Background: an optimization exercise with open tools, aiming at small area, a short achievable clock period and few clock cycles per item. Do not read the settings as production practice. The RTL was checked by simulation tests, not by an equivalence proof against the original design. Power is estimated from default activity; no workload was simulated.

Design rmt_wrapper, start of the top module:
module rmt_wrapper #(
    parameter int unsigned C_S_AXIS_DATA_WIDTH  = 512,
    parameter int unsigned C_S_AXIS_TUSER_WIDTH = 128,
    parameter int unsigned C_M_AXIS_DATA_WIDTH  = 512,
    parameter int unsigned C_S_AXI_DATA_WIDTH   = 32,
    parameter int unsigned C_S_AXI_ADDR_WIDTH   = 12,
    parameter logic [31:0] C_BASEADDR           = 32'h80000000,
    parameter int unsigned PHV_ADDR_WIDTH       = 4
) (
    input  logic                              clk,
    input  logic                              aresetn,
    input  logic [C_S_AXIS_DATA_WIDTH-1:0]    s_axis_tdata,
    input  logic [C_S_AXIS_DATA_WIDTH/8-1:0]  s_axis_tkeep,
    input  logic [C_S_AXIS_TUSER_WIDTH-1:0]   s_axis_tuser,
    input  logic                              s_axis_tvalid,
    output logic                              s_axis_tready,
    input  logic                              s_axis_tlast,
    output logic [C_M_AXIS_DATA_WIDTH-1:0]    m_axis_tdata,
    output logic [C_M_AXIS_DATA_WIDTH/8-1:0]  m_axis_tkeep,
    output logic [C_S_AXIS_TUSER_WIDTH-1:0]   m_axis_tuser,
    output logic                              m_axis_tvalid,
    input  logic                              m_axis_tready,
    output logic                              m_axis_tlast
);
Settings: LEC_CHECK=0, ABC_AREA=1, ABC_CLOCK_PERIOD_IN_PS=3000, CAP_MARGIN=20, CORE_AREA=5 5 485 485, CTS_BUF_LIST=sky130_fd_sc_hd__clkbuf_8, CTS_CLUSTER_DIAMETER=60, CTS_CLUSTER_SIZE=16, DIE_AREA=0 0 490 490, PLACE_DENSITY=0.75, SETUP_SLACK_MARGIN=4.6, SLEW_MARGIN=20; clock period 8.5 ns.
standard.sh (not shown) runs the stock make flow with config.mk's settings and CLKGATE_MAP_FILE= SYNTH_SCRIPT=/design/flow/synth_recipe.tcl, a recipe that flattens the netlist after the stock synthesis.
==> flow/flow/run.sh <==
#!/bin/bash
# Standard ORFS layout, with the port buffers made from the smallest buffer
# cell instead of the default delay buffer. Full tool output goes to
# flow_standard.log in the work folder.
set -uo pipefail
bash standard.sh 'BUFFER_PORTS_ARGS=-buffer_cell sky130_fd_sc_hd__buf_1' finish > flow_standard.log 2>&1
The baseline went through all stages and came out clean.
Testbench counts at the start, summed over its fixed seeds: cycles 9,756, items 9,749.
Rerun with:
- CTS_BUF_LIST: sky130_fd_sc_hd__clkbuf_8 -> sky130_fd_sc_hd__clkbuf_16
- CTS_CLUSTER_DIAMETER: 60 -> 80
- CTS_CLUSTER_SIZE: 16 -> 24
- PLACE_DENSITY: 0.75 -> default
- SETUP_SLACK_MARGIN: 4.6 -> 4.8
Final area grows by a few percent.
Sequential power grows by a few percent.
Power grows by roughly a tenth.
Rerun with:
==> flow/flow/run.sh (replaced) <==
#!/bin/bash
# Standard ORFS layout, with the port buffers made from the smallest buffer
# cell instead of the default delay buffer, and pins allowed on every track so
# that the die can be smaller. Full tool output goes to flow_standard.log in
# the work folder.
set -uo pipefail
bash standard.sh 'BUFFER_PORTS_ARGS=-buffer_cell sky130_fd_sc_hd__buf_1' \
  'PLACE_PINS_ARGS=-min_distance 1 -min_distance_in_tracks' finish > flow_standard.log 2>&1
- CORE_AREA: 5 5 485 485 -> 5 5 355 355
- CTS_CLUSTER_DIAMETER: 80 -> 100
- CTS_CLUSTER_SIZE: 24 -> 30
- DIE_AREA: 0 0 490 490 -> 0 0 360 360
- SETUP_SLACK_MARGIN: 4.8 -> 4.0
Outcome: The new run failed in global routing; area after synthesis stays the same; synthesized cell count stays the same.
Rerun with:
==> flow/flow/run.sh (replaced) <==
#!/bin/bash
# Standard ORFS layout with two changes to how it is made:
#  - port buffers use the smallest buffer cell instead of the default delay buffer;
#  - for pass-through bits that no logic reads (tdata outside bytes 12..59,
#    tkeep except bit 59, tuser), the input pin is placed next to the output
#    pin of the same bit, so their register sits between two nearby pins.
# Full tool output goes to flow_standard.log in the work folder.
set -uo pipefail
groups=""
for i in $(seq 0 511); do
  if (( i < 96 || i >= 480 )); then groups+=" -group_pins {s_axis_tdata[$i] m_axis_tdata[$i]}"; fi
done
for i in $(seq 0 63); do
  if (( i != 59 )); then groups+=" -group_pins {s_axis_tkeep[$i] m_axis_tkeep[$i]}"; fi
done
for i in $(seq 0 127); do groups+=" -group_pins {s_axis_tuser[$i] m_axis_tuser[$i]}"; done
bash standard.sh 'BUFFER_PORTS_ARGS=-buffer_cell sky130_fd_sc_hd__buf_1' \
  "PLACE_PINS_ARGS=$groups" finish > flow_standard.log 2>&1
- CORE_AREA: 5 5 355 355 -> 5 5 485 485
- CTS_BUF_LIST: sky130_fd_sc_hd__clkbuf_16 -> sky130_fd_sc_hd__clkbuf_8
- CTS_CLUSTER_DIAMETER: 100 -> 60
- CTS_CLUSTER_SIZE: 30 -> 16
- DIE_AREA: 0 0 360 360 -> 0 0 490 490
- PLACE_DENSITY: default -> 0.75
- SETUP_SLACK_MARGIN: 4.0 -> 4.8
With this change the flow completed with no timing, DRC or antenna violations.
Synthesized area stays the same.
Synthesized cell count does not change.

* * *

Starting RTL as in the previous note.
export LEC_CHECK = 0
export ABC_AREA = 1
export ABC_CLOCK_PERIOD_IN_PS = 3000
export CAP_MARGIN = 20
export CORE_AREA = 5 5 485 485
export CTS_BUF_LIST = sky130_fd_sc_hd__clkbuf_8
export CTS_CLUSTER_DIAMETER = 60
export CTS_CLUSTER_SIZE = 16
export DIE_AREA = 0 0 490 490
export PLACE_DENSITY = 0.75
export SETUP_SLACK_MARGIN = 5.0
export SLEW_MARGIN = 20
create_clock -name core_clock -period 8.5 [get_ports {clk}]
==> flow/flow/run.sh <==
#!/bin/bash
# Standard ORFS layout, with the port buffers made from the smallest buffer
# cell instead of the default delay buffer. Full tool output goes to
# flow_standard.log in the work folder.
set -uo pipefail
bash standard.sh 'BUFFER_PORTS_ARGS=-buffer_cell sky130_fd_sc_hd__buf_1' finish > flow_standard.log 2>&1
The first run completed with no timing, DRC or antenna violations.
Testbench counts at the start, summed over its fixed seeds: cycles 9,756, items 9,749.
Next try:
==> flow/flow/run.sh (replaced) <==
#!/bin/bash
# Standard ORFS layout with two changes to how it is made:
#  - port buffers use the smallest buffer cell instead of the default delay buffer;
#  - each input pin is placed next to the output pin of the same pass-through bit
#    (tdata, tkeep, tuser, tlast), so a register sits between two nearby pins.
# Full tool output goes to flow_standard.log in the work folder.
set -uo pipefail
groups=""
for i in $(seq 0 511); do groups+=" -group_pins {s_axis_tdata[$i] m_axis_tdata[$i]}"; done
for i in $(seq 0 63); do groups+=" -group_pins {s_axis_tkeep[$i] m_axis_tkeep[$i]}"; done
for i in $(seq 0 127); do groups+=" -group_pins {s_axis_tuser[$i] m_axis_tuser[$i]}"; done
groups+=" -group_pins {s_axis_tlast m_axis_tlast} -group_pins {s_axis_tvalid m_axis_tvalid}"
groups+=" -group_pins {m_axis_tready s_axis_tready}"
bash standard.sh 'BUFFER_PORTS_ARGS=-buffer_cell sky130_fd_sc_hd__buf_1' \
  "PLACE_PINS_ARGS=$groups" finish > flow_standard.log 2>&1
--- a/flow/config.mk
+++ b/flow/config.mk
@@ -15,4 +15,3 @@
 export DIE_AREA = 0 0 490 490
-export PLACE_DENSITY = 0.75
-export SETUP_SLACK_MARGIN = 5.0
+export SETUP_SLACK_MARGIN = 4.8
 export SLEW_MARGIN = 20
Outcome: The new run finished with timing, DRC and antenna clean; clock-buffer cell count shrinks by 41; non-clock buffer count shrinks by 9; global-route usage shrinks by 14 points; setup slack gets worse by 0.013 ns; synthesized area stays the same; cell count shrinks by 2.5%; cell area shrinks by 2.8%; via count shrinks by 11%.

what the ideal ports hide:
The results above use ideal ports. As a check the final layouts listed here were re-extracted and re-timed, cells and wires unchanged.
Step 1 assumes that a clkbuf_16 drives the clock port and a buf_2 every other input.
Step 2 moves the port delays by t, midway between the first and last clock arrival at a register: inputs arrive t later, outputs are due t later. That takes back most of the time a late clock gives input paths.
a / b / c = ideal / step 1 / step 2; a / b = the first two.
run	t (ns)	slack for setup (ns)	hold slack, ns	worst setup path after step 2	worst data-port slew with drivers (ns)
the first run of note 1	0.984	4.544 / 4.527 / 3.542	0.482 / 0.482 / 0.482	input to register	0.51
the second run of note 1	0.822	4.623 / 4.571 / 3.749	0.484 / 0.484 / 0.484	input to register	0.43
the fourth run of note 1	0.958	4.669 / 4.600 / 3.642	0.498 / 0.498 / 0.498	input to register	0.54
the first run of note 2	0.930	4.386 / 4.428 / 3.498	0.474 / 0.474 / 0.474	input to register	0.46
the second run of note 2	0.925	4.373 / 4.417 / 3.492	0.481 / 0.481 / 0.481	input to register	0.15
After both steps every run listed still meets setup and hold. The setup slack of the fourth run of note 1, which loses most, moves by -0.069 ns with the drivers and by -1.027 ns with both steps.
